Background: an optimization exercise with open tools, aiming at small area, a short achievable clock period and few clock cycles per item. Do not read the settings as production practice. Only simulation tests tie the RTL to the original design; equivalence was not proved. No activity file was given, so power comes from the tool's default toggle rates.

Design date_text_to_day_number, start of the top module:
module date_text_to_day_number (
    input  wire logic   i_clk,
    input  wire logic   i_rst_n,
    input  wire logic          i_char_valid,
    output logic               o_char_ready,
    input  wire logic [7:0]    i_char_code,
    input  wire logic          i_char_last,
    output logic               o_day_valid,
    input  wire logic          i_day_ready,
    output logic [21:0]        o_day_number,
    output logic               o_day_status
);
    localparam logic [3:0] S_M0 = 4'd0, S_M1 = 4'd1, S_M2 = 4'd2,
                           S_D0 = 4'd4, S_D1 = 4'd5, S_OK = 4'd6, S_BAD = 4'd7,
                           S_Y0 = 4'd8, S_Y1 = 4'd9, S_Y2 = 4'd10, S_Y3 = 4'd11,
                           S_D2 = 4'd12;
    logic       r_rdy;
    logic       e_v, e_sl, e_last;
    logic [9:0] e_ohn;      
    logic [9:0] e_oh;
    logic       e_dig;      
    logic [3:0] e_d;
    logic [3:0]  r_st;
    logic [3:0]  r_mon;
    logic        r_mbad;
    logic        r_gt2;      
    logic [6:0]  r_day;
    logic        r_dadd;     
    logic        r_aodd;     
    logic        r_codd;     
    logic        r_z;        
    logic        r_gt, r_eq;  
    logic [21:0] r_acc;      
    logic        r_c1;       
    logic        r_c2;       
    logic        r_c3;       
    logic        r_status;
    logic        r_pend;     
    logic        r_ov;
    logic        yd;         
    logic [1:0]  pos;        
    logic        acc_evt, busy, consume, fin;
    logic [3:0]  n_st, st_next;
    logic [3:0]  n_mon;
    logic        n_mbad;
  ...
For scale: roughly 650 cells after synthesis, ~66 flip-flops, roughly 38 I/O pins, ~5400 um^2 of cells after synthesis.
clock: 7.5 ns
lec_check: 0
abc_clock_period_in_ps: 2800
cap_margin: 20
core_margin: 2
core_utilization: 40
cts_buf_list: sky130_fd_sc_hd__clkbuf_4 sky130_fd_sc_hd__clkbuf_8
setup_slack_margin: 4.5
slew_margin: 20
standard.sh (not shown) runs the stock make flow with config.mk's settings and CLKGATE_MAP_FILE= SYNTH_SCRIPT=/design/flow/synth_recipe.tcl, a recipe that flattens the netlist after the stock synthesis.
==> flow/flow/run.sh <==
#!/bin/bash
# The standard layout (the standard.sh: ORFS synthesis through finish),
# with two changes:
# - the buffers that placement puts on the input and output ports are buf_2
#   cells instead of ORFS's default choice for sky130hd, a slow delay cell
#   (clkdlybuf4s50_1); every port still gets its own buffer;
# - clock tree synthesis uses clkbuf_4/clkbuf_8 and adds no dummy loads
#   (ORFS's own arguments otherwise).
# The make output goes to flow_make.log; ORFS keeps each step's log under
# orfs/logs/.
set -euo pipefail
export BUFFER_PORTS_ARGS="-buffer_cell sky130_fd_sc_hd__buf_2"
export CTS_ARGS="-sink_clustering_enable -repair_clock_nets -buf_list {sky130_fd_sc_hd__clkbuf_4 sky130_fd_sc_hd__clkbuf_8} -dont_use_dummy_load"
bash standard.sh finish > flow_make.log 2>&1
Testbench counts at the start, summed over its fixed seeds: cycles 28,567, items 3,200.
Then changed:
--- a/flow/design.v
+++ b/flow/design.v
@@ -113,18 +113,17 @@
     output logic               o_day_status
 );
     localparam logic [3:0] S_M0 = 4'd0, S_M1 = 4'd1, S_M2 = 4'd2,
                            S_D0 = 4'd4, S_D1 = 4'd5, S_OK = 4'd6, S_BAD = 4'd7,
                            S_Y0 = 4'd8, S_Y1 = 4'd9, S_Y2 = 4'd10, S_Y3 = 4'd11,
                            S_D2 = 4'd12;
     logic       r_rdy;
     logic       e_v, e_sl, e_last;
-    logic [9:0] e_ohn;      
-    logic [9:0] e_oh;
+    logic [9:0] e_oh;       
     logic       e_dig;      
     logic [3:0] e_d;
     logic [3:0]  r_st;
     logic [3:0]  r_mon;
     logic        r_mbad;
     logic        r_gt2;      
     logic [6:0]  r_day;
     logic        r_dadd;     
@@ -158,17 +157,16 @@
     logic        leap_c;
     logic        ok;
     logic        n_gt, n_eq;
     logic [3:0]  ref_d;
     logic        ov_next, pend_next;
     logic        ev_next_v, ev_next_dig, ev_next_last;
     logic        in_dig, in_sl;
     logic [9:0]  in_oh;
-    assign e_oh = ~e_ohn;
     always_comb begin
         e_d[0]  = e_oh[1] | e_oh[3] | e_oh[5] | e_oh[7] | e_oh[9];
         e_d[1]  = e_oh[2] | e_oh[3] | e_oh[6] | e_oh[7];
         e_d[2]  = e_oh[4] | e_oh[5] | e_oh[6] | e_oh[7];
         e_d[3]  = e_oh[8] | e_oh[9];
         yd      = e_dig && r_st[3];
         pos     = r_st[1:0];
         acc_evt = e_last || yd;
@@ -295,17 +293,17 @@
         end else begin
             e_v   <= ev_next_v;
             r_rdy <= !((ov_next || pend_next) && ev_next_v &&
                        (ev_next_last || (ev_next_dig && st_next[3])));
         end
     end
     always_ff @(posedge i_clk) begin
         if (!e_v || consume) begin
-            e_ohn  <= (r_rdy && i_char_valid) ? ~in_oh : 10'h3ff;
+            e_oh   <= (r_rdy && i_char_valid) ? in_oh : 10'd0;
             e_dig  <= r_rdy && i_char_valid && in_dig;
             e_sl   <= in_sl;
             e_last <= i_char_last;
         end
     end
     always_ff @(posedge i_clk) begin
         if (!i_rst_n) begin
             r_st   <= S_M0;
The new run completed without violations.
Worst hold slack gets worse by 0.089 ns.
Cell area is lower by 1.3%.
Power came out higher by 2.8%.
Area after synthesis came out lower by 1.1%.
Core utilization falls by 0.26 points.
Critical path depth decreases by 1.
Setup slack loses 0.19 ns.
Synthesized cell count rose by 2.8%.
Routed wire length went down by 4.0%.
Via count falls by 0.31%.
Maximum frequency fell by 6.0%.
First-iteration DRC count goes down by 0.97%.
Testbench counts after the change, summed over its fixed seeds: cycles 28,567, items 3,200.

## static timing again, ports no longer ideal
The flow's constraints put no driver on any port. The routed layouts listed below were extracted and timed again, unchanged, in two steps. Step 1 (the two cells are an assumption about what drives the block):
set clk [get_ports {i_clk}]
set_driving_cell -lib_cell sky130_fd_sc_hd__clkbuf_16 $clk
set_driving_cell -lib_cell sky130_fd_sc_hd__buf_2 [delete_from_list [all_inputs] $clk]
Step 2 times the ports against the registers' clock, not the clock port: input delays grow and output delays shrink by t, the midpoint of the rising clock arrivals with the driver on. Three values: ideal ports, drivers, drivers and shift; two values: the first two.
run | shift t [ns] | setup WS [ns] | slew at the worst register clock pin (ns)
the first run | 0.394 | 4.580 / 4.580 / 4.580 | 0.07 / 0.07
the second run | 0.388 | 4.392 / 4.392 / 4.392 | 0.08 / 0.08
After both steps every run listed still meets setup and hold.
